Background: an optimization exercise with open tools, aiming at small area and a short achievable clock period. Do not read the settings as production practice. RTL that was checked went through simulation tests only; none was proved equivalent to the original. The RTL of run 6 was laid out without a check of its function.

### design/flow/config.mk
export PLATFORM = sky130hd
export DESIGN_NAME = mult_div_ctrl
export DESIGN_NICKNAME = mult_div_ctrl
export VERILOG_FILES = /design/flow/design.v
export SDC_FILE = /design/flow/constraint.sdc
export NUM_CORES = 4
export LEC_CHECK = 0
export CAP_MARGIN = 20
export CORE_MARGIN = 2
export CORE_UTILIZATION = 40
export CTS_BUF_LIST = sky130_fd_sc_hd__clkbuf_8
export SLEW_MARGIN = 20
### design/flow/constraint.sdc
create_clock -name core_clock -period 130.0 [get_ports {clk}]
set_input_delay 26.0000 -clock core_clock [delete_from_list [all_inputs] [get_ports {clk}]]
set_output_delay 26.0000 -clock core_clock [all_outputs]
set_load 0.01 [all_outputs]
### design/flow/design.v
module mult_div_ctrl #(
  parameter int MULT_CYCLES = 5,
  parameter int DIV_CYCLES  = 10
) (
  input  logic        clk,
  input  logic        reset,
  input  logic        start,
  input  logic [2:0]  md_op,
  input  logic [31:0] rs_val,
  input  logic [31:0] rt_val,
  input  logic        md_use_D,
  output logic        busy,
  output logic        stall,
  output logic [31:0] HI,
  output logic [31:0] LO
);
  localparam int W = 35;
  logic        busy_q;
  logic [3:0]  cnt_q;       
  logic        run_q;       
  logic        fin_q;       
  logic        div_q;       
  logic        sg_q;        
  logic        sa_q;        
  logic        sd_q;        
  logic        pb_q;        
  logic [32:0] a_q;         
  logic [31:0] b_q;         
  logic [31:0] m_q;         
  logic [3:0]  e_q;         
  logic [32:0] m_ext;
  logic [31:0] hi_q, lo_q;
  logic accept, go;
  assign busy   = busy_q;
  assign accept = start & ~busy_q & (md_op <= 3'd5);
  assign go     = start & ~busy_q & (md_op <= 3'd3);
  assign m_ext = {sg_q & m_q[31], m_q};
  logic div_run;
  assign div_run = div_q & run_q;
  logic [3:0][W-1:0] x, s;
  logic [3:0]        neg, one, two;
  logic [3:0]   t;           
  logic         a_zero;
  assign a_zero = (a_q == 33'd0);
  for (genvar j = 0; j < 4; j++) begin : g_stage
    logic [2:0]   bb;
    if (j == 0) begin : g_x0
      assign x[j] = div_run ? {a_q[32], a_q, e_q[3]} : {{2{a_q[32]}}, a_q};
    end else begin : g_xj
      assign x[j] = div_q ? {s[j-1][32], s[j-1][32:0], e_q[3-j]}
                          : {{2{s[j-1][W-1]}}, s[j-1][W-1:2]};
    end
    if (j == 0) begin : g_bb0
      assign bb = run_q ? {b_q[1], b_q[0], pb_q} : {2'b00, ~sg_q & pb_q};
    end else begin : g_bbj
      assign bb = {b_q[2*j+1], b_q[2*j], b_q[2*j-1]};
    end
    if (j == 3) begin : g_d3
      assign neg[j] = div_q ? 1'b0 : bb[2] & ~(bb[1] & bb[0]);
    end else begin : g_dj
      assign neg[j] = div_q ? ((run_q | sa_q) ? ~(x[j][W-1] ^ sd_q) : sd_q)
                            : bb[2] & ~(bb[1] & bb[0]);
    end
    assign one[j] = div_q ? (run_q | sa_q | a_q[32]) : bb[1] ^ bb[0];
    assign two[j] = ~div_q & ((bb[2] & ~bb[1] & ~bb[0]) | (~bb[2] & bb[1] & bb[0]));
    mdu_stage #(.W(W)) u_stage (
      .x(x[j]), .m(m_ext), .one(one[j]), .two(two[j]), .neg(neg[j]), .s(s[j])
    );
  end
  logic [32:0] xs, ys, ss, r3;
  logic [33:0] cs;
  logic        neg3;
  assign xs    = x[3][32:0];
  assign ys    = ~m_ext;
  assign cs[0] = 1'b1;
  for (genvar k = 0; k < 33; k++) begin : g_sub
    assign ss[k]   = xs[k] ^ ys[k] ^ cs[k];
    assign cs[k+1] = (xs[k] & ys[k]) | (cs[k] & (xs[k] ^ ys[k]));
  end
  assign neg3 = ~(s[2][32] ^ sd_q);
  assign r3   = neg3 ? ss : s[3][32:0];
  for (genvar j = 0; j < 3; j++) begin : g_t
    assign t[j] = ~(s[j][32] ^ sd_q);
  end
  assign t[3] = ~(r3[32] ^ sd_q);
  logic [31:0] lo_res;
  logic        lo_inc;
  logic s0_zero, r_zero, hi_keep;
  assign s0_zero = (s[0][32:0] == 33'd0);
  assign r_zero  = a_zero | (a_q[32] & s0_zero);             
  assign hi_keep = div_q & sa_q & (a_zero | (a_q[32] & ~s0_zero));
  assign lo_inc  = div_q & (sd_q ^ (sa_q & ~r_zero));
  logic [32:0] lc;
  assign lc[0] = lo_inc;
  for (genvar k = 0; k < 32; k++) begin : g_inc
    assign lo_res[k] = b_q[k] ^ lc[k];
    assign lc[k+1]   = b_q[k] & lc[k];
  end
  logic d_zero;
  assign d_zero = (rt_val == 32'd0);
  always_ff @(posedge clk or posedge reset) begin
    if (reset) begin
      busy_q <= 1'b0;
      hi_q   <= '0;
      lo_q   <= '0;
    end else begin
      if (go)         busy_q <= 1'b1;
      else if (fin_q) busy_q <= 1'b0;
      if (accept & (md_op == 3'd4)) hi_q <= rs_val;
      else if (busy_q & fin_q)      hi_q <= hi_keep ? a_q[31:0] : s[0][31:0];
      if (accept & (md_op == 3'd5)) lo_q <= rs_val;
      else if (busy_q & fin_q)      lo_q <= lo_res;
    end
  end
  always_ff @(posedge clk) begin
    if (!busy_q) begin
      cnt_q <= 4'd0;
      run_q <= 1'b1;
      fin_q <= 1'b0;
      div_q <= md_op[1];
      sg_q  <= ~md_op[0];
      sa_q  <= md_op[1] & ~md_op[0] & rs_val[31];
      sd_q  <= ~md_op[0] & (rt_val[31] | (d_zero & rs_val[31]));
      pb_q  <= 1'b0;
      a_q   <= {33{md_op[1] & ~md_op[0] & rs_val[31]}};
      b_q   <= rs_val;
      e_q   <= {4{md_op[1] & ~md_op[0] & rs_val[31]}};
      m_q   <= rt_val;
    end else begin
      cnt_q <= cnt_q + 4'd1;
      if (run_q && cnt_q == (div_q ? 4'd8 : 4'd3)) run_q <= 1'b0;
      fin_q <= run_q & (cnt_q == (div_q ? 4'd8 : 4'd3));
      e_q   <= b_q[31:28];
      if (div_q) begin
        a_q <= r3;
        b_q <= {b_q[27:0], t[0], t[1], t[2], t[3]};
      end else begin
        pb_q <= b_q[7];
        a_q  <= s[3][W-1:2];
        b_q  <= {s[3][1:0], s[2][1:0], s[1][1:0], s[0][1:0], b_q[31:8]};
      end
    end
  end
  assign stall = md_use_D & (busy_q | (start & (md_op <= 3'd3)));
  assign HI    = hi_q;
  assign LO    = lo_q;
endmodule
module mdu_stage #(
  parameter int W = 35
) (
  input  logic [W-1:0] x,
  input  logic [32:0]  m,
  input  logic         one,
  input  logic         two,
  input  logic         neg,
  output logic [W-1:0] s
);
  logic [W-1:0] y;
  logic [W:0]   c;
  assign y    = ((one ? {{(W-33){m[32]}}, m} : {W{1'b0}}) |
                 (two ? {{(W-34){m[32]}}, m, 1'b0} : {W{1'b0}})) ^ {W{neg}};
  assign c[0] = neg;
  for (genvar k = 0; k < W; k++) begin : g_bit
    assign s[k]   = x[k] ^ y[k] ^ c[k];
    assign c[k+1] = (x[k] & y[k]) | (c[k] & (x[k] ^ y[k]));
  end
endmodule
### design/flow/flow/run.sh
#!/bin/bash
# The standard layout with two changes:
#  - every input and output port is buffered by buf_1 instead of the cell buffer_ports picks;
#  - after the standard synthesis, flow/netopt.py sets combinational cells to their smallest
#    drive strength and moves full-adder carries to the CIN pin, before the rest of the
#    standard flow runs (and repairs slew, capacitance and timing where needed).
set -euo pipefail
R=$PWD/orfs/results/sky130hd/mult_div_ctrl/base
LIB=$FLOW_HOME/platforms/sky130hd/lib/sky130_fd_sc_hd__tt_025C_1v80.lib
BP="BUFFER_PORTS_ARGS=-buffer_cell sky130_fd_sc_hd__buf_1"
bash standard.sh "$BP" $R/1_2_yosys.v > synth.log 2>&1
cp $R/1_2_yosys.v synth_netlist.v.log
python3 flow/netopt.py $R/1_2_yosys.v $LIB > netopt.log 2>&1
bash standard.sh "$BP" finish > standard.log 2>&1
### design/flow/flow/netopt.py
# Post-synthesis netlist clean-up, run between the standard synthesis and the rest of the
# standard flow. It changes no register and no logic function:
#  1. every combinational cell takes the smallest drive strength of its family (same function
#     and pins, e.g. a22oi_2 -> a22oi_1); the flow's repair steps upsize where needed;
#  2. full-adder carry chains are reconnected to the CIN pin, the fastest of the three
#     interchangeable inputs of sky130_fd_sc_hd__fa_1.
import re, sys, collections
net, lib = sys.argv[1], sys.argv[2]
libtxt = open(lib).read()
area = {}
for m in re.finditer(r'cell\s*\(\s*"sky130_fd_sc_hd__(\w+)"\s*\)', libtxt):
    a = re.search(r'area\s*:\s*([\d.]+)', libtxt[m.end():m.end() + 3000])
    if a:
        area[m.group(1)] = float(a.group(1))
keep = ('probe', 'lpflow', 'df', 'edf', 'sdf', 'dl', 'sdl', 'clk', 'conb', 'tap', 'fill',
        'decap', 'diode', 'mux2i_')
fam = collections.defaultdict(list)
for c in area:
    m = re.match(r'(.+)_(\d+)$', c)
    if m:
        fam[m.group(1)].append(c)
best = {}
for f, cs in fam.items():
    if f.startswith(keep):
        continue
    small = min(cs, key=lambda c: (area[c], c))
    for c in cs:
        if c != small:
            best[c] = small

txt = open(net).read()
inst_re = re.compile(r'(sky130_fd_sc_hd__(\w+))(\s+\S+\s*\()(.*?)(\);)', re.S)
cells = []
for m in inst_re.finditer(txt):
    pins = [(p, n) for p, n in re.findall(r'\.(\w+)\(([^()]*)\)', m.group(4))]
    cells.append((m, m.group(2), pins))
cout = set()
for m, typ, pins in cells:
    d = dict(pins)
    if typ.startswith('fa_') and 'COUT' in d:
        cout.add(d['COUT'].strip())
for m, typ, pins in cells:
    d = dict(pins)
    if typ.startswith(('inv_', 'clkinv_')) and d.get('A', '').strip() in cout:
        cout.add(d['Y'].strip())
out, last = [], 0
count = collections.Counter()
for m, typ, pins in cells:
    d = dict(pins)
    newtyp = best.get(typ, typ)
    if newtyp != typ:
        count[typ + '->' + newtyp] += 1
    if typ.startswith('fa_') and d['CIN'].strip() not in cout:
        for p in ('A', 'B'):
            if d[p].strip() in cout:
                d[p], d['CIN'] = d['CIN'], d[p]
                count['fa carry moved to CIN'] += 1
                break
    body = ',\n    '.join('.%s(%s)' % (p, d[p]) for p, _ in pins)
    out.append(txt[last:m.start()])
    out.append('sky130_fd_sc_hd__' + newtyp + m.group(3) + body + m.group(5))
    last = m.end()
out.append(txt[last:])
open(net, 'w').write(''.join(out))
for k, v in sorted(count.items()):
    print(v, k)
### design/flow/standard.sh
#!/bin/bash
# synth_recipe.tcl (not shown) runs the flow's synth.tcl, then flattens the netlist and writes it again
# the make line also repeats each setting of config.mk as NAME=value (left out here)
make -C /OpenROAD-flow-scripts/flow DESIGN_CONFIG=/design/flow/config.mk WORK_HOME=/design/flow/orfs CLKGATE_MAP_FILE= SYNTH_SCRIPT=/design/flow/synth_recipe.tcl "${@:-finish}"
==> impl_metrics.toml, run 1 <==
[run_status]
status = "timing/DRC/antenna clean"

[hold_path]
hold-path-endpoint = "cnt_q[0]"
holdCritStartpoint = "cnt_q[0]"
hold_depth = 1
hp-class = "reg2reg"

[sta]
clock.fmax_mhz = 19.0
skew_ns = 0.0188
slew_violations = 0
worstMarginPinSlew_ns = 0.844
rsz0062_at_grt = "no"
report.final.setup_viol = 0
whs_ns = 0.466
tns_ns = 0
min_period_ns = 52.55
final-hold-violation-count = 0
fin_crit_sh_pct = 40.4
worst_slew_margin_rel_pct = 43.0

[worst_setup_path]
reg2reg_to = "b_q[0]"
crit_required_ns = 104.00
slowest_stage = "nor2b_1"
critical_path.most_common_cell = "buf_1"
path_max_fanout = 2
reg2reg_slack_ns = 83.68
worstPathArrival_ns = 26.55
end_kind = "output pin"
cp-start-kind = "input port"
reg2regPathDepth = 130
timing.rr.start = "div_q"
crit_type = "in2out"
cp-startpoint = "start"
critical-path-max-stage-delay_ns = 0.19
crit_chain = "buf_1 -> nor2b_1 -> o21a_1 -> buf_1"

[logic_synthesis]
avgSynthCellArea_um2 = 9.76
syn_nets = 1933
synthTopCellsByArea = "fa_1 20%, dfrtp_1 10%, dfxtp_1 9.3%"
synth.distinct_cells = 64
synth.top_cell.area_share_pct = 20.0
async_reset_ff_share_pct = 36.7
synth_seq_cells = 177
ys_seq_area_share_pct = 26.0
ys_chip_area_mm2 = 0.0163
synth_most_common_cell = "nand2_1"
syn_inst = 1662
ys.flop_type = "dfxtp_1"
syn_area_mm2 = 0.0162
synth_common_cells = "188 x nand2_1, 163 x fa_1, 155 x a22oi_1"
synth_warnings = 1
yosysTopAreaCell = "fa_1"
synth-edff-count = 36

[global_route]
grt_start_max_net_pins = 115
grtUsageTotal_pct = 24.0
grt.overflow.total = 0
grt_pass1_wl_um = 77700
antenna_found_initial = 0
grt_pass1_vias = 13200

[layout]
final_util_pct = 43.7
final_layout_size_suffix_gt1_share_pct = 4.91
fillers = 3871
finalNetCount = 1949
antenna_cells = 0
layout.cells.non_filler = 2216
areaGrowthSynthToFinish_pct = 7.64

[die]
initial_core_util_pct = 40.6
die_x_um = 205
fp.dieH_um = 205
die-area_mm2 = 0.0422
coreArea_mm2 = 0.0399
ioPinCount = 137
placementRows = 73

[cts]
cts_resized = 0
clk_path_buf_depth = 2
clk_latency_ns = 0.51
clk_pin_slew_ns = 0.10
cts_tree = "yes"
cts_buffers = 17
cts.sinks = 177
cts.htree.levels = 4
cts-root-buf = "clkbuf_8"
cts_setup_buffers = 0
holdBufCountCts = 0

[job]
maxCapViolations = 0

[drt]
vias = 12900
wl_per_cell_um = 22.0
ant_nets = 0
drtIter0Drc = 1137
route.detailed.drc = 0
viasPerCell = 5.83
routed_wl_um = 48900
drt_first_pass_iters = 5

[place]
gp_congestion = 0.924
dp_cells = 2184
io_buffers = 136
dp_hpwl_um = 37100
[kinds of logic after synthesis]
group	after synthesis	synth area share [%]
AOI/OAI and AO/OA	386	16.2
muxes	144	9.52
xor gates and xnor gates	148	7.96
buffers and inverters	193	4.97
and+or+nand+nor	414	12.5
adders and majority gates	200	22.9
DFF	177	26.0
[critical path, delay by kind of cell]
family                 cells  cell delay (ns)
buffers and inverters      2             0.23
AO/OA/AOI/OAI              1             0.13
AND/OR/NAND/NOR            1             0.19
[cells in the final DEF (no fill, tap or decap), types with 3 or more instances in the layout]
master    instances
a211oi_1          3
a21o_1           37
a21oi_1          76
a21oi_2           3
a22oi_1         155
a311o_1           3
a31o_1            3
a31oi_1           5
and2_0            8
and3_1           32
buf_1           136
buf_4            29
clkbuf_8         19
clkinv_4          3
dfrtp_1          64
dfxtp_1          76
edfxtp_1         36
fa_1            163
ha_1             37
inv_1            23
mux2_1           88
mux2i_1          56
nand2_1         186
nand3_1          36
nand3b_1          5
nand4_1          10
nand4b_1         30
nor2_1           56
nor2b_1           7
nor3_1            4
nor4_1           17
o211ai_1          7
o21ai_0          50
o311ai_1         28
xnor2_1          19
xor2_1          127
[sequential cells by signal (all words and copies together), names as in the netlist]
signal and flops:
div_q 1, fin_q 1, sd_q 1, lo_q 32, cnt_q 4, m_q 32, run_q 1, busy_q 1
e_q 4, sg_q 1, a_q 33, sa_q 1, pb_q 1, hi_q 32, b_q 32
[through the flow]
| step | area [um^2] | worst slack [ns] |
|---|---|---|
| 3_5_place_dp | 17100 | 77.45 |
| 6_report | 17500 | 77.45 |
| 2_1_floorplan | 16200 | 77.69 |
| 5_1_grt | 17500 | 77.38 |
| 3_3_place_gp | 17100 | 77.47 |
| 4_1_cts | 17400 | 77.44 |
[cell type report]
| cell class | count | area, um^2 | area share [%] |
|---|---|---|---|
| sequential | 177 | 4230 | 24.2 |
| inverter | 24 | 90.1 | 0.516 |
| tap | 525 | 657 | 3.76 |
| multi-input combinational | 1292 | 11300 | 64.9 |
| clock buffer | 19 | 262 | 1.50 |
| clock inverter | 13 | 130 | 0.745 |
| timing repair buffer | 166 | 748 | 4.29 |
[worst max-delay path by stage]
| stage | endpoint | slack [ns] | depth (start not counted) |
|---|---|---|---|
| 2_1_floorplan | stall | 77.69 | 2 |
| 5_1_grt | stall | 77.38 | 4 |
| 3_3_place_gp | stall | 77.47 | 4 |
| 6_report | stall | 77.45 | 4 |
| 3_5_place_dp | stall | 77.45 | 4 |
| 4_1_cts | stall | 77.44 | 4 |
[per-layer routing]
metal	part of all wire [%]	track usage, %	vias to the layer above	wire [um]
li1	-	-	5945	-
met1	45	33.9	6439	22200
met2	46	38.4	478	22500
met3	5.8	3.07	68	2850
met4	2.6	7.43	0	1290
met5	0	0	-	0
==> inputs of run 2 (changes only) <==
==> design/flow/flow/run.sh (replaced) <==
#!/bin/bash
# The standard layout with three changes:
#  - every input and output port is buffered by buf_1 instead of the cell buffer_ports picks;
#  - after the standard synthesis, flow/netopt.py sets combinational cells to their smallest
#    drive strength and moves full-adder carries to the CIN pin, before the rest of the
#    standard flow runs (and repairs slew, capacitance and timing where needed);
#  - clock tree synthesis adds no dummy load cells.
set -euo pipefail
R=$PWD/orfs/results/sky130hd/mult_div_ctrl/base
LIB=$FLOW_HOME/platforms/sky130hd/lib/sky130_fd_sc_hd__tt_025C_1v80.lib
BP="BUFFER_PORTS_ARGS=-buffer_cell sky130_fd_sc_hd__buf_1"
CTS="CTS_ARGS=-sink_clustering_enable -repair_clock_nets -buf_list sky130_fd_sc_hd__clkbuf_8 -dont_use_dummy_load"
bash standard.sh "$BP" "$CTS" $R/1_2_yosys.v > synth.log 2>&1
cp $R/1_2_yosys.v synth_netlist.v.log
python3 flow/netopt.py $R/1_2_yosys.v $LIB > netopt.log 2>&1
bash standard.sh "$BP" "$CTS" finish > standard.log 2>&1
--- a/design/flow/config.mk
+++ b/design/flow/config.mk
@@ -9,4 +9,4 @@
 export CORE_MARGIN = 2
 export CORE_UTILIZATION = 40
-export CTS_BUF_LIST = sky130_fd_sc_hd__clkbuf_8
+export GPL_TIMING_DRIVEN = 0
 export SLEW_MARGIN = 20
==> run 2 against run 1 <==
Utilization grew 0.55 points. Worst setup slack lost 0.063 ns. Sequential share of layout area shrank 0.32 points. Register-to-register slack lost 2.2 ns. Critical path depth is the same. Clock skew grew 0.035 ns. Routed wire length grew 21%. Largest cell class unchanged. Non-clock buffer count grew 141. Count of clock-buffer cells in the layout shrank 2.
==> impl_metrics.toml, run 2 <==
[run_status]
status = "timing/DRC/antenna clean"

[sta]
slew_violations = 0
worst_slew_margin_rel_pct = 24.5
rsz0062_at_grt = "no"
fin_crit_sh_pct = 40.5
report.final.setup_viol = 0
setup_ws_ns = 77.39
skew_ns = 0.0535
tns_ns = 0
worstMarginPinSlew_ns = 1.13
final-hold-violation-count = 0
clock.fmax_mhz = 19.0
min_period_ns = 52.61

[drt]
drtIter0Drc = 1276
wl_per_cell_um = 25.2
ant_nets = 0
routed_wl_um = 59000
drt_first_pass_iters = 7
route.detailed.drc = 0
vias = 13800
viasPerCell = 5.90

[cts]
clk_pin_slew_ns = 0.09
cts-root-buf = "clkbuf_8"
clk_latency_ns = 0.52
holdBufCountCts = 0
cts_tree = "yes"
cts_buffers = 17
clk_path_buf_depth = 2
cts_resized = 0
cts_setup_buffers = 0
cts.htree.levels = 4
cts.sinks = 177

[logic_synthesis]
synth_common_cells = "188 x nand2_1, 163 x fa_1, 155 x a22oi_1"
yosysTopAreaCell = "fa_1"
synth-edff-count = 36
syn_area_mm2 = 0.0162
avgSynthCellArea_um2 = 9.76
ys_seq_area_share_pct = 26.0
synth_warnings = 1
syn_nets = 1933
async_reset_ff_share_pct = 36.7
ys_chip_area_mm2 = 0.0163
synth_seq_cells = 177
synth.top_cell.area_share_pct = 20.0
synth_most_common_cell = "nand2_1"
ys.flop_type = "dfxtp_1"
synthTopCellsByArea = "fa_1 20%, dfrtp_1 10%, dfxtp_1 9.3%"
synth.distinct_cells = 64
syn_inst = 1662

[layout]
layout.cells.non_filler = 2342
ff_latch_area_mm2 = 0.00423
areaGrowthSynthToFinish_pct = 9.00
largest_register_ffs = 33
multi_input_area_mm2 = 0.0112
finalNetCount = 2090
largest-register = "a_q"
fillers = 3981
final_layout_size_suffix_gt1_share_pct = 2.86
most-common-layout-cells = "188 x nand2_1, 176 x buf_1, 163 x fa_1"
design_area_mm2 = 0.0177
antenna_cells = 0
final_common_cell = "nand2_1"

[worst_setup_path]
path_max_fanout = 2
crit_chain = "buf_1 -> nor2b_1 -> o21a_1 -> buf_1"
worstPathArrival_ns = 26.61
critical_path.most_common_cell = "buf_1"
crit_required_ns = 104.00
worstPathBufferInverterCount = 2
crit_family = "buffers and inverters"
slowest_stage = "nor2b_1"
timing.rr.start = "div_q"
end_kind = "output pin"
cp-startpoint = "start"
crit_type = "in2out"
cp-start-kind = "input port"
critical-path-max-stage-delay_ns = 0.23

[global_route]
grt_pass1_wl_um = 88800
antenna_found_initial = 0
grt_start_max_net_pins = 44
grt_pass1_vias = 14200
grt.overflow.total = 0
grtUsageTotal_pct = 28.6

[hold_path]
holdCritStartpoint = "cnt_q[0]"
hp-class = "reg2reg"

[die]
placementRows = 73
coreArea_mm2 = 0.0399
die_x_um = 205
fp.dieH_um = 205
initial_core_util_pct = 40.6
ioPinCount = 137
die-area_mm2 = 0.0422

[job]
maxCapViolations = 0

[place]
place_area_mm2 = 0.0174
pre_cts_slack_ns = 77.37
gp_congestion = 0.972
io_buffers = 136
dp_cells = 2325
dp_hpwl_um = 47500
run 2: final cells by class:
class	instances	share of cell area, %
Buffer	169	3.82
Clock buffer	17	1.32
Inverter	24	0.524
Multi-Input combinational cell	1292	63.5
Sequential cell	177	23.9
Tap cell	525	3.72
Timing Repair Buffer	138	3.16
run 2: per-layer routing:
layer	global-route usage, %	up-vias	part of all wire, %
met3	4.86	120	7.3
met5	0	-	0
met1	38.3	6868	42
met4	11.0	0	3.9
met2	46.2	608	47
li1	-	6218	-
run 2: final timing paths:
check	to	slack, ns	cells after the start
min in group asynchronous	lo_q[19]	25.48	2
setup / recovery	stall	77.39	4
setup reg to reg	b_q[0]	81.50	133
hold / removal	cnt_q[0]	0.47	1
max in group asynchronous	hi_q[11]	103.99	3
hold reg to reg	cnt_q[0]	0.47	1
run 2: metrics by stage:
step                      utilization [%]  hold WS (ns)
after floorplan                         -         0.424
after global placement               43.6         0.444
after detailed placement             43.7         0.461
after CTS                            44.3         0.483
after global routing                 44.3         0.501
final                                44.3         0.475
run 2: logic make-up after synthesis:
group                    share of synthesized area [%]
AO/OA/AOI/OAI                                     16.2
XOR/XNOR                                          7.96
adder cells (fa/ha/maj)                           22.9
buffers and inverters                             4.97
flip-flops                                        26.0
multiplexers                                      9.52
AND/OR/NAND/NOR                                   12.5
==> inputs of run 3 (changes only) <==
--- a/design/flow/config.mk
+++ b/design/flow/config.mk
@@ -6,7 +6,6 @@
 export NUM_CORES = 4
 export LEC_CHECK = 0
-export CAP_MARGIN = 20
+export CAP_MARGIN = 0
 export CORE_MARGIN = 2
 export CORE_UTILIZATION = 40
-export GPL_TIMING_DRIVEN = 0
-export SLEW_MARGIN = 20
+export SLEW_MARGIN = 0
==> run 3 against run 2 <==
Still clean. Worst hold slack worse by 0.010 ns. Fmax is 0.12% higher. Final area fell by 2.2%. Synthesized cell count stayed put.
==> impl_metrics.toml, run 3 <==
[run_status]
status = "timing/DRC/antenna clean"

[sta]
min_period_ns = 52.55
fin_crit_sh_pct = 40.4
clock.fmax_mhz = 19.0
tns_ns = 0
worst_slew_margin_rel_pct = 22.0
final-hold-violation-count = 0
report.final.setup_viol = 0
rsz0062_at_grt = "no"
worstMarginPinSlew_ns = 1.17
slew_violations = 0
skew_ns = 0.0281
whs_ns = 0.465

[global_route]
grtUsageTotal_pct = 23.9
grt_pass1_wl_um = 77400
grt_start_max_net_pins = 115
use_met1_pct = 33.7
top_usage_layer = "met2"
grt.overflow.total = 0
antenna_found_initial = 0
met3_usage_pct = 3.10
met2_usage_pct = 38.5
grt_pass1_vias = 13100

[logic_synthesis]
synth.top_cell.area_share_pct = 20.0
synth_warnings = 1
ys_seq_area_share_pct = 26.0
synth_most_common_cell = "nand2_1"
synth_compound_area_share_pct = 16.2
async_reset_ff_share_pct = 36.7
yosys.area_share.simple_pct = 12.5
ys.flop_type = "dfxtp_1"
synth-edff-count = 36
synth_xor_area_share_pct = 7.96
synth_top_family_by_area = "adder cells"
avgSynthCellArea_um2 = 9.76
ys_chip_area_mm2 = 0.0163
yosysTopAreaCell = "fa_1"
syn_inst = 1662
synth.distinct_cells = 64
syn_area_mm2 = 0.0162
syn_nets = 1933
synth_common_cells = "188 x nand2_1, 163 x fa_1, 155 x a22oi_1"
synthTopCellsByArea = "fa_1 20%, dfrtp_1 10%, dfxtp_1 9.3%"
synth_mux_area_share_pct = 9.52
synth_seq_cells = 177
synth_fa_ha_area_share_pct = 22.9

[drt]
ant_nets = 0
viasPerCell = 5.88
routed_wl_um = 48800
drt_first_pass_iters = 5
wl_per_cell_um = 22.2
vias = 12900
drtIter0Drc = 1143
route.detailed.drc = 0

[cts]
cts_tree = "yes"
cts_buffers = 17
cts.sinks = 177
cts_setup_buffers = 0
clk_latency_ns = 0.51
clk_pin_slew_ns = 0.10
clk_path_buf_depth = 2
holdBufCountCts = 0
cts-root-buf = "clkbuf_8"
cts.htree.levels = 4
cts_resized = 0

[layout]
antenna_cells = 0
largest-register = "a_q"
final_common_cell = "nand2_1"
final_layout_size_suffix_gt1_share_pct = 4.06
largest_register_ffs = 33
fillers = 3894
most-common-layout-cells = "186 x nand2_1, 163 x fa_1, 155 x a22oi_1"
areaGrowthSynthToFinish_pct = 6.63
layout.cells.non_filler = 2201
design_area_mm2 = 0.0173
finalNetCount = 1949

[die]
ioPinCount = 137
fp.dieH_um = 205
initial_core_util_pct = 40.6
die_x_um = 205
placementRows = 73
die-area_mm2 = 0.0422
coreArea_mm2 = 0.0399

[worst_setup_path]
worstPathArrival_ns = 26.55
crit_type = "in2out"
path_max_fanout = 2
crit_required_ns = 104.00
cp-start-kind = "input port"
end_kind = "output pin"

[place]
place_area_mm2 = 0.0171
dp_cells = 2184
gp_congestion = 0.924
io_buffers = 136
dp_hpwl_um = 37100

[hold_path]
hp-class = "reg2reg"

[job]
maxCapViolations = 0
## run 3: cell counts after synthesis
No cell type changed its count.
## run 3: cell families after synthesis
logic type / Yosys count
muxes: 144
buffers and inverters: 193
xor gates and xnor gates: 148
AOI/OAI and AO/OA: 386
adders and majority gates: 200
DFF: 177
and+or+nand+nor: 414
## run 3: metrics by stage
stage / setup WS [ns] / utilization (%)
after global routing: 77.38 / 43.3
after CTS: 77.44 / 43.3
after global placement: 77.47 / 42.7
after detailed placement: 77.45 / 42.7
final: 77.45 / 43.3
after floorplan: 77.69 / -
## run 3: path summary, 6_finish.rpt
kind	slack, ns	startpoint	cells after the start	end
max	77.45	start	4	stall
max in group asynchronous	103.67	reset	3	busy_q
max reg2reg	83.67	div_q	130	b_q[0]
min reg2reg	0.46	cnt_q[0]	1	cnt_q[0]
min	0.46	cnt_q[0]	1	cnt_q[0]
min in group asynchronous	25.71	reset	3	hi_q[25]
## run 3: final cells by class
class	instances	area [um^2]	area share (%)
well taps	525	657	3.80
repair buffers	166	748	4.33
multi-input cells	1292	11300	65.5
flip-flops and latches	177	4230	24.5
inverters	24	90.1	0.521
clock buffers	17	234	1.35
## run 3: per-layer routing
layer / wire length (um) / vias up / part of all wire [%]
met5: 0 / - / 0
li1: - / 5923 / -
met3: 2910 / 65 / 6.0
met2: 22600 / 473 / 46
met4: 1200 / 0 / 2.5
met1: 22100 / 6479 / 45
## run 3: worst max-delay path, stage by stage
cell	delay [ns]
buf_1	0.08
nor2b_1	0.19
o21a_1	0.13
buf_1	0.15
==> inputs of run 4 (changes only) <==
--- a/design/flow/config.mk
+++ b/design/flow/config.mk
@@ -6,6 +6,6 @@
 export NUM_CORES = 4
 export LEC_CHECK = 0
-export CAP_MARGIN = 0
+export CAP_MARGIN = 20
 export CORE_MARGIN = 2
-export CORE_UTILIZATION = 40
-export SLEW_MARGIN = 0
+export CORE_UTILIZATION = 65
+export SLEW_MARGIN = 20
==> run 4 against run 3 <==
Still clean. Final area is 1.4% lower. Register-to-register slack improved by 0.12 ns. Count of clock-buffer cells in the layout did not move. Synthesized cell count did not move. Worst hold slack better by 0.011 ns. Fmax hardly changed. Critical path depth unchanged. Worst setup slack better by 0.026 ns. Sequential share of layout area rose by 0.34 points. Sequential cell count did not move. Routed wire length fell by 5.1%. Area after synthesis is the same. Critical endpoint unchanged.
==> impl_metrics.toml, run 4 <==
[logic_synthesis]
syn_area_mm2 = 0.0162
synth.distinct_cells = 64
avgSynthCellArea_um2 = 9.76
synth_top_family_by_area = "adder cells"
yosys.area_share.simple_pct = 12.5
yosysTopAreaCell = "fa_1"
synth_xor_area_share_pct = 7.96
synth_most_common_cell = "nand2_1"
ys_seq_area_share_pct = 26.0
synth-edff-count = 36
synthTopCellsByArea = "fa_1 20%, dfrtp_1 10%, dfxtp_1 9.3%"
syn_inst = 1662
syn_nets = 1933
synth_compound_area_share_pct = 16.2
async_reset_ff_share_pct = 36.7
synth_mux_area_share_pct = 9.52
synth_common_cells = "188 x nand2_1, 163 x fa_1, 155 x a22oi_1"
ys.flop_type = "dfxtp_1"
synth_warnings = 1
synth_fa_ha_area_share_pct = 22.9
ys_chip_area_mm2 = 0.0163
synth_seq_cells = 177
synth.top_cell.area_share_pct = 20.0

[layout]
fillers = 1999
most-common-layout-cells = "187 x nand2_1, 163 x fa_1, 155 x a22oi_1"
ff_latch_area_mm2 = 0.00423
final_common_cell = "nand2_1"
largest-register = "a_q"
final_layout_size_suffix_gt1_share_pct = 4.00
multi_input_area_mm2 = 0.0113
largest_register_ffs = 33
antenna_cells = 0
areaGrowthSynthToFinish_pct = 5.18
finalNetCount = 1948

[job]
maxCapViolations = 0

[worst_setup_path]
crit_required_ns = 104.00
end_kind = "output pin"
path_max_fanout = 2
timing.rr.start = "div_q"
reg2reg_slack_ns = 83.79
critical_path.most_common_cell = "buf_1"
cp-start-kind = "input port"
slowest_stage = "nor2b_1"
crit_type = "in2out"
reg2regPathDepth = 129
critical-path-max-stage-delay_ns = 0.17
worstPathArrival_ns = 26.52
crit_chain = "buf_1 -> nor2b_1 -> o21a_1 -> buf_1"
cp-startpoint = "start"
reg2reg_to = "b_q[0]"
crit_end = "stall"

[sta]
skew_ns = 0.0424
setup_ws_ns = 77.48
fin_crit_sh_pct = 40.4
report.final.setup_viol = 0
worst_slew_margin_rel_pct = 31.0
tns_ns = 0
worstMarginPinSlew_ns = 1.02
rsz0062_at_grt = "no"
final-hold-violation-count = 0
min_period_ns = 52.52
slew_violations = 0
clock.fmax_mhz = 19.0

[drt]
drt_first_pass_iters = 7
viasPerCell = 6.61
dr.max_layer_used = "met4"
route.detailed.drc = 0
wl_met1_um = 19000
wl_met2_um = 21700
wl_per_cell_um = 23.2
met3WireLength_um = 4040
vias = 13200
routed_wl_um = 46300
drtIter0Drc = 1448
ant_nets = 0

[place]
pre_cts_slack_ns = 77.48
gp_congestion = 0.963
io_buffers = 136
dp_hpwl_um = 33800

[die]
fp.dieH_um = 162
ioPinCount = 137
die_x_um = 162
coreArea_mm2 = 0.0244
die-area_mm2 = 0.0262
placementRows = 57
initial_core_util_pct = 66.5

[global_route]
grt.overflow.total = 0
grt_pass1_wl_um = 74700
grt_start_max_net_pins = 134
antenna_found_initial = 0
grtUsageTotal_pct = 36.7
grt_pass1_vias = 13500

[cts]
cts-root-buf = "clkbuf_8"
cts_buffers = 17
clk_latency_ns = 0.48
clk_pin_slew_ns = 0.09
cts.sinks = 177
cts_setup_buffers = 0
holdBufCountCts = 0
clk_path_buf_depth = 2
cts_tree = "yes"
cts_resized = 0
cts.htree.levels = 4

[run_status]
status = "timing/DRC/antenna clean"

[hold_path]
hp-class = "reg2reg"
==> run 4: kinds of logic (layout without fill, tap and decap cells) <==
family                     after synthesis  in the layout
buffers and inverters                  193            206
and+or+nand+nor                        414            414
DFF                                    177            177
adders and majority gates              200            200
xor gates and xnor gates               148            148
AOI/OAI and AO/OA                      386            386
muxes                                  144            144
==> run 4: per-layer routing <==
layer | up-vias | GRT usage, %
met5 | - | 0
met4 | 0 | 12.9
met3 | 105 | 5.69
met2 | 721 | 59.5
met1 | 6457 | 50.6
li1 | 5929 | -
==> run 4: area by class of cell <==
cell class | instances | area share, %
flip-flops and latches | 177 | 24.8
well taps | 324 | 2.38
repair buffers | 165 | 4.46
clock buffers | 17 | 1.37
multi-input cells | 1292 | 66.4
inverters | 24 | 0.528
==> run 4: worst min-delay path by stage <==
stage | start | to | slack (ns) | cells after the start
floorplan | fin_q | busy_q | 0.42 | 1
global placement | cnt_q[0] | cnt_q[0] | 0.44 | 1
detailed placement | lo_q[7] | lo_q[7] | 0.46 | 2
CTS | fin_q | busy_q | 0.48 | 1
global route | fin_q | busy_q | 0.50 | 1
finish | fin_q | busy_q | 0.48 | 1
==> run 4: through the flow <==
step | std cells | cell area (um^2) | hold slack, ns | util, %
global placement | 1981 | 16800 | 0.441 | 68.8
global route | 1999 | 17100 | 0.497 | 69.9
CTS | 1998 | 17000 | 0.476 | 69.8
detailed placement | 1981 | 16800 | 0.461 | 68.8
finish | 1999 | 17100 | 0.476 | 69.9
floorplan | 1662 | 16200 | 0.424 | -
==> run 4: critical path, delay by kind of cell <==
kind	cells	cell delay (ns)
AND/OR/NAND/NOR	1	0.17
buffers and inverters	2	0.23
AO/OA/AOI/OAI	1	0.12
==> inputs of run 5 (changes only) <==
--- a/design/flow/config.mk
+++ b/design/flow/config.mk
@@ -8,4 +8,5 @@
 export CAP_MARGIN = 20
 export CORE_MARGIN = 2
-export CORE_UTILIZATION = 65
+export CORE_UTILIZATION = 40
+export CTS_BUF_LIST = sky130_fd_sc_hd__clkbuf_8
 export SLEW_MARGIN = 20
==> run 5 against run 4 <==
Non-clock buffer count increased by 1. Critical endpoint unchanged. Via count shrank 2.3%. Critical path type unchanged. Still clean. Clock skew shrank 0.014 ns. Worst setup slack worse by 0.026 ns. Highest routed layer unchanged. Synthesized cell count stayed put. Sequential share of layout area down 0.35 points. Area after synthesis is the same. Register-to-register slack lost 0.11 ns. Die area increased by 61%.
==> impl_metrics.toml, run 5 <==
[run_status]
status = "timing/DRC/antenna clean"

[logic_synthesis]
yosysTopAreaCell = "fa_1"
synth-edff-count = 36
avgSynthCellArea_um2 = 9.76
ys.flop_type = "dfxtp_1"
synth.top_cell.area_share_pct = 20.0
syn_inst = 1662
synth_common_cells = "188 x nand2_1, 163 x fa_1, 155 x a22oi_1"
ys_seq_area_share_pct = 26.0
syn_area_mm2 = 0.0162
async_reset_ff_share_pct = 36.7
synthTopCellsByArea = "fa_1 20%, dfrtp_1 10%, dfxtp_1 9.3%"
synth_seq_cells = 177
synth.distinct_cells = 64
synth_most_common_cell = "nand2_1"
ys_chip_area_mm2 = 0.0163
synth_warnings = 1
syn_nets = 1933

[layout]
most-common-layout-cells = "186 x nand2_1, 163 x fa_1, 155 x a22oi_1"
final_layout_size_suffix_gt1_share_pct = 4.12
largest_register_ffs = 33
ff_latch_area_mm2 = 0.00423
multi_input_area_mm2 = 0.0113
final_common_cell = "nand2_1"
fillers = 3894
antenna_cells = 0
final_util_pct = 43.3
areaGrowthSynthToFinish_pct = 6.67
largest-register = "a_q"
finalNetCount = 1949

[cts]
cts-root-buf = "clkbuf_8"
cts_tree = "yes"
clk_pin_slew_ns = 0.10
cts_setup_buffers = 0
cts.htree.levels = 4
clk_path_buf_depth = 2
cts_buffers = 17
clk_latency_ns = 0.51
holdBufCountCts = 0
cts_resized = 0
cts.sinks = 177

[worst_setup_path]
path_max_fanout = 2
crit_type = "in2out"
critical_path.most_common_cell = "buf_1"
crit_required_ns = 104.00
critical-path-max-stage-delay_ns = 0.19
cp-start-kind = "input port"
slowest_stage = "nor2b_1"
crit_chain = "buf_1 -> nor2b_1 -> o21a_1 -> buf_1"
worstPathArrival_ns = 26.55
reg2reg_slack_ns = 83.68
end_kind = "output pin"
timing.rr.start = "div_q"
reg2reg_to = "b_q[0]"
reg2regPathDepth = 130

[global_route]
grt.overflow.total = 0
antenna_found_initial = 0
grtUsageTotal_pct = 23.9
grt_start_max_net_pins = 115
grt_pass1_vias = 13100
grt_pass1_wl_um = 77400

[die]
initial_core_util_pct = 40.6
fp.dieH_um = 205
die-area_mm2 = 0.0422
placementRows = 73
coreArea_mm2 = 0.0399
ioPinCount = 137
die_x_um = 205

[sta]
min_period_ns = 52.55
slew_violations = 0
whs_ns = 0.465
worst_slew_margin_rel_pct = 41.9
report.final.setup_viol = 0
setup_ws_ns = 77.45
worstMarginPinSlew_ns = 0.859
fin_crit_sh_pct = 40.4
skew_ns = 0.0286
tns_ns = 0
clock.fmax_mhz = 19.0
rsz0062_at_grt = "no"
final-hold-violation-count = 0

[drt]
drtIter0Drc = 1083
drt_first_pass_iters = 5
wl_per_cell_um = 22.2
ant_nets = 0
route.detailed.drc = 0
viasPerCell = 5.86
routed_wl_um = 48800
vias = 12900

[hold_path]
hold-path-endpoint = "cnt_q[0]"
holdCritStartpoint = "cnt_q[0]"
hold_depth = 1
hp-class = "reg2reg"

[place]
gp_congestion = 0.924
dp_hpwl_um = 37100
io_buffers = 136
pre_cts_slack_ns = 77.45

[job]
maxCapViolations = 0
run 5: cell counts after synthesis:
No cell type changed its count.
run 5: critical path, delay by kind of cell:
kind                   cells  cell delay, ns
buffers and inverters      2            0.23
and+or+nand+nor            1            0.19
AOI/OAI and AO/OA          1            0.13
run 5: worst max-delay path by stage:
stage          start  endpoint  slack (ns)
6_report       start     stall       77.45
5_1_grt        start     stall       77.38
4_1_cts        start     stall       77.44
3_5_place_dp   start     stall       77.45
3_3_place_gp   start     stall       77.47
2_1_floorplan  start     stall       77.69
run 5: through the flow:
step | cell area (um^2) | cells
2_1_floorplan | 16200 | 1662
3_3_place_gp | 17100 | 2184
3_5_place_dp | 17100 | 2184
4_1_cts | 17300 | 2201
5_1_grt | 17300 | 2201
6_report | 17300 | 2201
run 5: final cells by class:
cell class                 count  share of cell area, %
inverter                      24                  0.521
timing repair buffer         166                   4.33
sequential                   177                   24.5
multi-input combinational   1292                   65.5
tap                          525                   3.80
clock buffer                  17                   1.35
run 5: routing by layer:
layer / wire length (um) / share of wire (%) / track usage, % / vias to the layer above
li1: - / - / - / 5925
met4: 1210 / 2.5 / 7.09 / 0
met5: 0 / 0 / 0 / -
met3: 2880 / 5.9 / 3.10 / 66
met1: 22100 / 45 / 33.7 / 6419
met2: 22600 / 46 / 38.5 / 495
run 5: cell families after synthesis:
family                   count (synthesis)  share of synthesized area, %
buffers and inverters                  193                          4.97
AND/OR/NAND/NOR                        414                          12.5
multiplexers                           144                          9.52
flip-flops                             177                          26.0
AO/OA/AOI/OAI                          386                          16.2
XOR/XNOR                               148                          7.96
adder cells (fa/ha/maj)                200                          22.9
==> inputs of run 6 (changes only) <==
--- a/design/flow/design.v
+++ b/design/flow/design.v
@@ -56,12 +56,18 @@
       assign bb = {b_q[2*j+1], b_q[2*j], b_q[2*j-1]};
     end
-    if (j == 3) begin : g_d3
+    if (j == 0) begin : g_d0
+      assign neg[j] = div_q ? (run_q ? ~(x[j][W-1] ^ sd_q) : sa_q ^ sd_q)
+                            : bb[2] & ~(bb[1] & bb[0]);
+      assign one[j] = div_q ? (run_q | (sa_q ? ~a_q[32] & ~a_zero : a_q[32])) : bb[1] ^ bb[0];
+    end else if (j == 3) begin : g_d3
       assign neg[j] = div_q ? 1'b0 : bb[2] & ~(bb[1] & bb[0]);
+      assign one[j] = div_q ? 1'b1 : bb[1] ^ bb[0];
     end else begin : g_dj
-      assign neg[j] = div_q ? ((run_q | sa_q) ? ~(x[j][W-1] ^ sd_q) : sd_q)
+      assign neg[j] = div_q ? (run_q ? ~(x[j][W-1] ^ sd_q) : sd_q)
                             : bb[2] & ~(bb[1] & bb[0]);
+      assign one[j] = div_q ? run_q : bb[1] ^ bb[0];
     end
-    assign one[j] = div_q ? (run_q | sa_q | a_q[32]) : bb[1] ^ bb[0];
-    assign two[j] = ~div_q & ((bb[2] & ~bb[1] & ~bb[0]) | (~bb[2] & bb[1] & bb[0]));
+    assign two[j] = div_q ? (j == 1) & ~run_q
+                          : (bb[2] & ~bb[1] & ~bb[0]) | (~bb[2] & bb[1] & bb[0]);
     mdu_stage #(.W(W)) u_stage (
       .x(x[j]), .m(m_ext), .one(one[j]), .two(two[j]), .neg(neg[j]), .s(s[j])
@@ -86,8 +92,8 @@
   logic [31:0] lo_res;
   logic        lo_inc;
-  logic s0_zero, r_zero, hi_keep;
-  assign s0_zero = (s[0][32:0] == 33'd0);
-  assign r_zero  = a_zero | (a_q[32] & s0_zero);             
-  assign hi_keep = div_q & sa_q & (a_zero | (a_q[32] & ~s0_zero));
+  logic s1_zero, r_zero, hi_kill;
+  assign s1_zero = (s[1][W-1:1] == {(W-1){1'b0}});
+  assign r_zero  = a_zero | (a_q[32] & s1_zero);             
+  assign hi_kill = div_q & sa_q & a_q[32] & s1_zero;
   assign lo_inc  = div_q & (sd_q ^ (sa_q & ~r_zero));
   logic [32:0] lc;
@@ -108,5 +114,5 @@
       else if (fin_q) busy_q <= 1'b0;
       if (accept & (md_op == 3'd4)) hi_q <= rs_val;
-      else if (busy_q & fin_q)      hi_q <= hi_keep ? a_q[31:0] : s[0][31:0];
+      else if (busy_q & fin_q)      hi_q <= s[0][31:0] & ~{32{hi_kill}};
       if (accept & (md_op == 3'd5)) lo_q <= rs_val;
       else if (busy_q & fin_q)      lo_q <= lo_res;
==> run 6 against run 5 <==
Sequential share of layout area increased by 0.13 points. Synthesized cell count down 0.84%. Worst setup slack got worse by 0.039 ns. Non-clock buffer count down 1. Count of clock-buffer cells in the layout is the same. Largest cell class unchanged. Highest routed layer unchanged.
==> impl_metrics.toml, run 6 <==
[worst_setup_path]
cp-startpoint = "md_op[2]"
critical-path-max-stage-delay_ns = 0.18
crit_type = "in2out"
critical_path.most_common_cell = "buf_1"
reg2reg_slack_ns = 84.37
cp.depth = 4
slowest_stage = "a21boi_0"
end_kind = "output pin"
worstPathArrival_ns = 26.59
timing.rr.start = "div_q"
cp-start-kind = "input port"
worstPathBufferInverterCount = 2
crit_family = "buffers and inverters"
reg2regPathDepth = 129
crit_required_ns = 104.00
reg2reg_to = "b_q[0]"
crit_chain = "buf_1 -> nand2b_1 -> a21boi_0 -> buf_1"
path_max_fanout = 2

[cts]
cts_resized = 0
cts.sinks = 177
cts_buffers = 17
holdBufCountCts = 0
clk_latency_ns = 0.52
cts-root-buf = "clkbuf_8"
clk_pin_slew_ns = 0.08
cts_tree = "yes"
cts_setup_buffers = 0
clk_path_buf_depth = 2
cts.htree.levels = 4

[die]
die-area_mm2 = 0.0417
ioPinCount = 137
placementRows = 73
initial_core_util_pct = 40.5
fp.dieH_um = 204
coreArea_mm2 = 0.0396
die_x_um = 204

[layout]
finalNetCount = 1949
layout.cells.non_filler = 2201
most-common-layout-cells = "221 x nand2_1, 163 x fa_1, 136 x buf_1"
antenna_cells = 0
final_util_pct = 43.4
final_layout_size_suffix_gt1_share_pct = 4.06
areaGrowthSynthToFinish_pct = 7.27
final_common_cell = "nand2_1"
largest_register_ffs = 33
largest-register = "a_q"

[drt]
ant_nets = 0
drtIter0Drc = 1252
vias = 12900
drt_first_pass_iters = 7
routed_wl_um = 49700
viasPerCell = 5.87
route.detailed.drc = 0
wl_per_cell_um = 22.6

[place]
dp_cells = 2184
gp_congestion = 0.876
io_buffers = 136
dp_hpwl_um = 36700
pre_cts_slack_ns = 77.40

[sta]
tns_ns = 0
min_period_ns = 52.59
setup_ws_ns = 77.41
slew_violations = 0
fin_crit_sh_pct = 40.5
clock.fmax_mhz = 19.0
final-hold-violation-count = 0
skew_ns = 0.0410
worst_slew_margin_rel_pct = 20.4
rsz0062_at_grt = "no"
worstMarginPinSlew_ns = 1.19
report.final.setup_viol = 0

[logic_synthesis]
yosysTopAreaCell = "fa_1"
avgSynthCellArea_um2 = 9.73
synth_seq_cells = 177
synth-edff-count = 36
ys.flop_type = "dfxtp_1"
syn_area_mm2 = 0.0160
syn_nets = 1919
async_reset_ff_share_pct = 36.7
synth_warnings = 1
synth_most_common_cell = "nand2_1"
ys_seq_area_share_pct = 26.3
synth.top_cell.area_share_pct = 20.3
synth.distinct_cells = 61
ys_chip_area_mm2 = 0.0161
synthTopCellsByArea = "fa_1 20%, dfrtp_1 10%, dfxtp_1 9.5%"
synth_common_cells = "221 x nand2_1, 163 x fa_1, 125 x clkbuf_1"
syn_inst = 1648

[global_route]
grtUsageTotal_pct = 24.7
grt_pass1_wl_um = 78500
grt_start_max_net_pins = 158
antenna_found_initial = 0
grt_pass1_vias = 13100
grt.overflow.total = 0

[hold_path]
hold-path-endpoint = "cnt_q[0]"
holdCritStartpoint = "cnt_q[0]"
hold_depth = 1
hp-class = "reg2reg"

[job]
maxCapViolations = 0

[run_status]
status = "timing/DRC/antenna clean"
[run 6: changes by cell type in the layout (fill, tap and decap cells not counted), moves of 19 or more]
cell,change
and3_1,-30
nor2_1,+19
xor2_1,-22
a221o_1,+30
a22oi_1,-32
o21ai_0,+30
o311ai_1,-28
a32oi_1,+31
nand2_1,+35
nand4b_1,-30
xnor2_1,+21
a21oi_1,-37
[run 6: logic make-up after synthesis]
logic type,share of synthesized area [%]
flip-flops,26.3
XOR/XNOR,8.00
adder cells (fa/ha/maj),23.1
AO/OA/AOI/OAI,16.8
multiplexers,10.3
buffers and inverters,4.50
AND/OR/NAND/NOR,11.0
[run 6: cell type report]
cell class / count / area (um^2)
Clock buffer: 17 / 234
Multi-Input combinational cell: 1290 / 11200
Timing Repair Buffer: 165 / 741
Sequential cell: 177 / 4230
Inverter: 27 / 101
Fill cell: 3947 / 22400
Tap cell: 525 / 657
[run 6: worst max path at each step]
stage	end	slack, ns
floorplan	stall	77.56
global placement	stall	77.41
detailed placement	stall	77.40
CTS	stall	77.41
global route	stall	77.35
finish	stall	77.41
[run 6: per-layer routing]
metal | vias up | wire length, um | part of all wire [%] | track usage (%)
met5 | - | 0 | 0 | 0
met4 | 0 | 1410 | 2.8 | 8.46
met3 | 69 | 3300 | 6.6 | 3.48
met1 | 6461 | 21700 | 44 | 34.0
li1 | 5874 | - | - | -
met2 | 521 | 23300 | 47 | 39.8
[run 6: metrics by stage]
step	instance area, um^2	hold WS, ns
after floorplan	16000	0.423
after global routing	17200	0.510
after detailed placement	17000	0.459
after global placement	17000	0.447
after CTS	17200	0.475
final	17200	0.476
==> inputs of run 7 (changes only) <==
--- a/design/flow/design.v
+++ b/design/flow/design.v
@@ -41,6 +41,4 @@
   logic [3:0]        neg, one, two;
   logic [3:0]   t;           
-  logic         a_zero;
-  assign a_zero = (a_q == 33'd0);
   for (genvar j = 0; j < 4; j++) begin : g_stage
     logic [2:0]   bb;
@@ -59,5 +57,5 @@
       assign neg[j] = div_q ? (run_q ? ~(x[j][W-1] ^ sd_q) : sa_q ^ sd_q)
                             : bb[2] & ~(bb[1] & bb[0]);
-      assign one[j] = div_q ? (run_q | (sa_q ? ~a_q[32] & ~a_zero : a_q[32])) : bb[1] ^ bb[0];
+      assign one[j] = div_q ? (run_q | (sa_q ^ a_q[32])) : bb[1] ^ bb[0];
     end else if (j == 3) begin : g_d3
       assign neg[j] = div_q ? 1'b0 : bb[2] & ~(bb[1] & bb[0]);
@@ -92,9 +90,8 @@
   logic [31:0] lo_res;
   logic        lo_inc;
-  logic s1_zero, r_zero, hi_kill;
+  logic s1_zero, hi_kill;
   assign s1_zero = (s[1][W-1:1] == {(W-1){1'b0}});
-  assign r_zero  = a_zero | (a_q[32] & s1_zero);             
-  assign hi_kill = div_q & sa_q & a_q[32] & s1_zero;
-  assign lo_inc  = div_q & (sd_q ^ (sa_q & ~r_zero));
+  assign hi_kill = div_q & sa_q & s1_zero;
+  assign lo_inc  = div_q & (sd_q ^ (sa_q & ~s1_zero));
   logic [32:0] lc;
   assign lc[0] = lo_inc;
==> run 7 against run 6 <==
Sequential cell count unchanged. Worst hold slack worse by 0.0043 ns. Die area decreased by 3.0%. Critical path depth did not move. Final area down 3.4%. First-iteration DRC count is 32% lower. Sequential share of layout area grew 0.86 points. Count of clock-buffer cells in the layout is the same. Synthesized cell count fell by 7.8%. Critical path type unchanged.
==> impl_metrics.toml, run 7 <==
[place]
io_buffers = 136
pre_cts_slack_ns = 77.48
dp_hpwl_um = 33700
gp_congestion = 0.846
place_area_mm2 = 0.0164

[drt]
drtIter0Drc = 848
wl_per_cell_um = 22.3
viasPerCell = 5.80
ant_nets = 0
route.detailed.drc = 0
routed_wl_um = 46100
vias = 12000
drt_first_pass_iters = 5

[die]
initial_core_util_pct = 40.4
coreArea_mm2 = 0.0386
placementRows = 72
die-area_mm2 = 0.0405
ioPinCount = 137
die_x_um = 201
fp.dieH_um = 201

[cts]
clk_latency_ns = 0.51
cts.htree.levels = 4
clk_pin_slew_ns = 0.06
cts_buffers = 17
clk_path_buf_depth = 2
cts_resized = 0
cts-root-buf = "clkbuf_8"
cts_setup_buffers = 0
cts_tree = "yes"
cts.sinks = 177
holdBufCountCts = 0

[sta]
slew_violations = 0
min_period_ns = 52.50
rsz0062_at_grt = "no"
whs_ns = 0.472
setup_ws_ns = 77.50
clock.fmax_mhz = 19.0
skew_ns = 0.0318
worstMarginPinSlew_ns = 1.04
tns_ns = 0
fin_crit_sh_pct = 40.4
final-hold-violation-count = 0
report.final.setup_viol = 0
worst_slew_margin_rel_pct = 30.4

[layout]
antenna_cells = 0
areaGrowthSynthToFinish_pct = 6.85
largest-register = "a_q"
fillers = 3744
most-common-layout-cells = "163 x fa_1, 155 x a22oi_1, 147 x nand2_1"
largest_register_ffs = 33
final_layout_size_suffix_gt1_share_pct = 4.13
final_common_cell = "fa_1"
design_area_mm2 = 0.0166
finalNetCount = 1823

[logic_synthesis]
avgSynthCellArea_um2 = 10.2
synth_warnings = 1
syn_area_mm2 = 0.0156
syn_inst = 1519
syn_nets = 1790

[worst_setup_path]
crit_type = "in2out"
cp-startpoint = "start"
worstPathArrival_ns = 26.50
end_kind = "output pin"
cp-start-kind = "input port"
timing.rr.start = "div_q"
path_max_fanout = 2
crit_required_ns = 104.00

[hold_path]
hp-class = "reg2reg"
holdCritStartpoint = "lo_q[26]"

[run_status]
status = "timing/DRC/antenna clean"

[global_route]
grt_pass1_vias = 12300
grt.overflow.total = 0
grt_start_max_net_pins = 102
grtUsageTotal_pct = 23.2
grt_pass1_wl_um = 73300
antenna_found_initial = 0

[job]
maxCapViolations = 0
[run 7: cell count changes in the layout (fill, tap and decap cells not counted), sizes merged, moves of 6 or more]
cell,before,now
nand2,221,147
xnor2,41,107
xor2,106,44
o21ai,84,49
a22oi,123,155
nor2,81,49
a32oi,31,0
and3,2,33
nor4,21,13
nand2b,7,1
[run 7: critical path, stage by stage]
cell	delay [ns]
buf_1	0.07
nor2b_1	0.16
o21a_1	0.12
buf_1	0.15
[run 7: layout make-up]
cell class | count | area [um^2] | share of cell area (%)
Timing Repair Buffer | 164 | 724 | 4.36
Inverter | 28 | 105 | 0.632
Tap cell | 518 | 648 | 3.90
Sequential cell | 177 | 4230 | 25.5
Multi-Input combinational cell | 1164 | 10700 | 64.2
Clock buffer | 17 | 234 | 1.41
[run 7: layer usage]
| metal | share of wire, % | GRT usage, % | routed length (um) |
|---|---|---|---|
| met5 | 0 | 0 | 0 |
| met4 | 3.2 | 8.53 | 1460 |
| met3 | 5.3 | 3.22 | 2440 |
| met2 | 46 | 37.1 | 21400 |
| met1 | 45 | 32.3 | 20800 |
[run 7: metrics by stage]
step	instances	utilization [%]
after detailed placement	2051	42.5
after floorplan	1519	-
after CTS	2068	43.1
after global routing	2068	43.1
final	2068	43.1
after global placement	2051	42.5
[run 7: path summary, 6_finish.rpt]
check                                end  slack, ns  depth (start not counted)
worst min-delay path            lo_q[26]       0.47                          2
worst max-delay path               stall      77.50                          4
worst max register to register    b_q[0]      84.17                        123
max in group asynchronous         busy_q     103.65                          3
worst min register to register  lo_q[26]       0.47                          2
min in group asynchronous        lo_q[0]      25.72                          3
==> inputs of run 8 (changes only) <==
--- a/design/flow/flow/run.sh
+++ b/design/flow/flow/run.sh
@@ -10,5 +10,5 @@
 LIB=$FLOW_HOME/platforms/sky130hd/lib/sky130_fd_sc_hd__tt_025C_1v80.lib
 BP="BUFFER_PORTS_ARGS=-buffer_cell sky130_fd_sc_hd__buf_1"
-CTS="CTS_ARGS=-sink_clustering_enable -repair_clock_nets -buf_list sky130_fd_sc_hd__clkbuf_8 -dont_use_dummy_load"
+CTS="CTS_ARGS=-sink_clustering_enable -repair_clock_nets -buf_list {sky130_fd_sc_hd__clkbuf_4 sky130_fd_sc_hd__clkbuf_8} -sink_clustering_size 10 -dont_use_dummy_load"
 bash standard.sh "$BP" "$CTS" $R/1_2_yosys.v > synth.log 2>&1
 cp $R/1_2_yosys.v synth_netlist.v.log
--- a/design/flow/config.mk
+++ b/design/flow/config.mk
@@ -9,4 +9,3 @@
 export CORE_MARGIN = 2
 export CORE_UTILIZATION = 40
-export CTS_BUF_LIST = sky130_fd_sc_hd__clkbuf_8
 export SLEW_MARGIN = 20
==> run 8 against run 7 <==
Utilization unchanged. Sequential cell count unchanged. Die area unchanged. Worst setup slack unchanged. Worst hold slack unchanged. Critical path depth unchanged. Critical path type unchanged. First-iteration DRC count unchanged. Final cell count unchanged. Fmax unchanged. Clock skew unchanged.
==> impl_metrics.toml, run 8 <==
[run_status]
status = "timing/DRC/antenna clean"

[layout]
largest-register = "a_q"
largest_register_ffs = 33
final_common_cell = "fa_1"
antenna_cells = 0
ff_latch_area_mm2 = 0.00423
design_area_mm2 = 0.0166
most-common-layout-cells = "163 x fa_1, 155 x a22oi_1, 147 x nand2_1"
multi_input_area_mm2 = 0.0107
final_layout_size_suffix_gt1_share_pct = 4.13
finalNetCount = 1823
fillers = 3744
areaGrowthSynthToFinish_pct = 6.85

[hold_path]
hp-class = "reg2reg"

[place]
gp_congestion = 0.846
dp_hpwl_um = 33700
io_buffers = 136
place_area_mm2 = 0.0164

[die]
ioPinCount = 137
fp.dieH_um = 201
initial_core_util_pct = 40.4
placementRows = 72
die_x_um = 201
coreArea_mm2 = 0.0386
die-area_mm2 = 0.0405

[worst_setup_path]
path_max_fanout = 2
slowest_stage = "nor2b_1"
crit_family = "buffers and inverters"
cp-start-kind = "input port"
crit_chain = "buf_1 -> nor2b_1 -> o21a_1 -> buf_1"
end_kind = "output pin"
crit_required_ns = 104.00
worstPathBufferInverterCount = 2
worstPathArrival_ns = 26.50
crit_type = "in2out"
critical-path-max-stage-delay_ns = 0.16
critical_path.most_common_cell = "buf_1"

[global_route]
grt_start_max_net_pins = 102
grt.overflow.total = 0
grtUsageTotal_pct = 23.2
grt_pass1_wl_um = 73300
antenna_found_initial = 0
grt_pass1_vias = 12300

[drt]
wl_per_cell_um = 22.3
drtIter0Drc = 848
vias = 12000
route.detailed.drc = 0
viasPerCell = 5.80
drt_first_pass_iters = 5
ant_nets = 0
routed_wl_um = 46100

[sta]
worst_slew_margin_rel_pct = 30.4
rsz0062_at_grt = "no"
report.final.setup_viol = 0
slew_violations = 0
worstMarginPinSlew_ns = 1.04
fin_crit_sh_pct = 40.4
skew_ns = 0.0318
tns_ns = 0
final-hold-violation-count = 0
min_period_ns = 52.50
clock.fmax_mhz = 19.0

[job]
maxCapViolations = 0

[logic_synthesis]
avgSynthCellArea_um2 = 10.2
syn_area_mm2 = 0.0156
syn_inst = 1519
syn_nets = 1790
synth_warnings = 1

[cts]
cts-root-buf = "clkbuf_8"
clk_path_buf_depth = 2
cts.htree.levels = 4
cts.sinks = 177
cts_tree = "yes"
cts_resized = 0
cts_buffers = 17
holdBufCountCts = 0
clk_pin_slew_ns = 0.06
clk_latency_ns = 0.51
cts_setup_buffers = 0
[run 8: stage by stage]
| step | cells | hold slack (ns) | worst slack, ns | utilization (%) |
|---|---|---|---|---|
| floorplan | 1519 | 0.424 | 77.69 | - |
| global placement | 2051 | 0.440 | 77.47 | 42.5 |
| detailed placement | 2051 | 0.461 | 77.48 | 42.5 |
| CTS | 2068 | 0.477 | 77.48 | 43.1 |
| global route | 2068 | 0.504 | 77.42 | 43.1 |
| finish | 2068 | 0.472 | 77.50 | 43.1 |
[run 8: worst paths after layout]
check / from / end / cells after the start / slack [ns]
min: lo_q[26] / lo_q[26] / 2 / 0.47
max: start / stall / 4 / 77.50
max in group asynchronous: reset / busy_q / 3 / 103.65
max reg2reg: div_q / b_q[0] / 123 / 84.17
min reg2reg: lo_q[26] / lo_q[26] / 2 / 0.47
min in group asynchronous: reset / lo_q[0] / 3 / 25.72
[run 8: metal layers]
layer / global-route usage, % / wire length (um) / up-vias
met4: 8.53 / 1460 / 0
met1: 32.3 / 20800 / 6108
met5: 0 / 0 / -
met3: 3.22 / 2440 / 63
met2: 37.1 / 21400 / 399
li1: - / - / 5431
[run 8: layout make-up]
| type | count | share of cell area (%) |
|---|---|---|
| inverters | 28 | 0.632 |
| repair buffers | 164 | 4.36 |
| flip-flops and latches | 177 | 25.5 |
| clock buffers | 17 | 1.41 |
| multi-input cells | 1164 | 64.2 |
| well taps | 518 | 3.90 |
[run 8: tightest hold or removal path, cell delays in order, from the launching register on]
cell and delay (ns):
dfrtp_1 0.34, nand2_1 0.05, nand2_1 0.05

## what the ideal ports hide
Ports are ideal in the flow. The routed layouts listed here were re-timed in OpenROAD. Step 1 (the two cells are an assumption about what drives the block):
set clk [get_ports {clk}]
set_driving_cell -lib_cell sky130_fd_sc_hd__clkbuf_16 $clk
set_driving_cell -lib_cell sky130_fd_sc_hd__buf_2 [delete_from_list [all_inputs] $clk]
Step 2 also shifts input and output timing later by t, the mid clock arrival at the registers, as if the neighbouring blocks saw the same clock. Slacks: ideal ports / drivers / drivers and shift; pairs: ideal ports / drivers.
| run | shift t [ns] | slack for setup (ns) | hold slack, ns | worst register clock-pin slew, ns | worst data-port slew with drivers (ns) |
|---|---|---|---|---|---|
| run 1 | 0.552 | 77.449 / 77.422 / 77.422 | 0.466 / 0.466 / 0.466 | 0.11 / 0.11 | 0.04 |
| run 2 | 0.546 | 77.386 / 77.352 / 77.352 | 0.475 / 0.475 / 0.475 | 0.11 / 0.11 | 0.04 |
| run 3 | 0.545 | 77.451 / 77.424 / 77.424 | 0.465 / 0.465 / 0.465 | 0.10 / 0.10 | 0.04 |
| run 4 | 0.508 | 77.477 / 77.450 / 77.450 | 0.476 / 0.476 / 0.476 | 0.12 / 0.12 | 0.04 |
| run 5 | 0.546 | 77.451 / 77.424 / 77.424 | 0.465 / 0.465 / 0.465 | 0.10 / 0.10 | 0.04 |
| run 6 | 0.555 | 77.413 / 77.393 / 77.393 | 0.476 / 0.476 / 0.476 | 0.11 / 0.11 | 0.07 |
| run 7 | 0.542 | 77.498 / 77.475 / 77.475 | 0.472 / 0.472 / 0.472 | 0.10 / 0.10 | 0.04 |
| run 8 | 0.542 | 77.498 / 77.475 / 77.475 | 0.472 / 0.472 / 0.472 | 0.10 / 0.10 | 0.04 |
After both steps setup and hold are still met in every run listed. For run 2, which loses most, drivers alone change the setup slack by -0.034 ns; drivers and shift together by -0.034 ns.
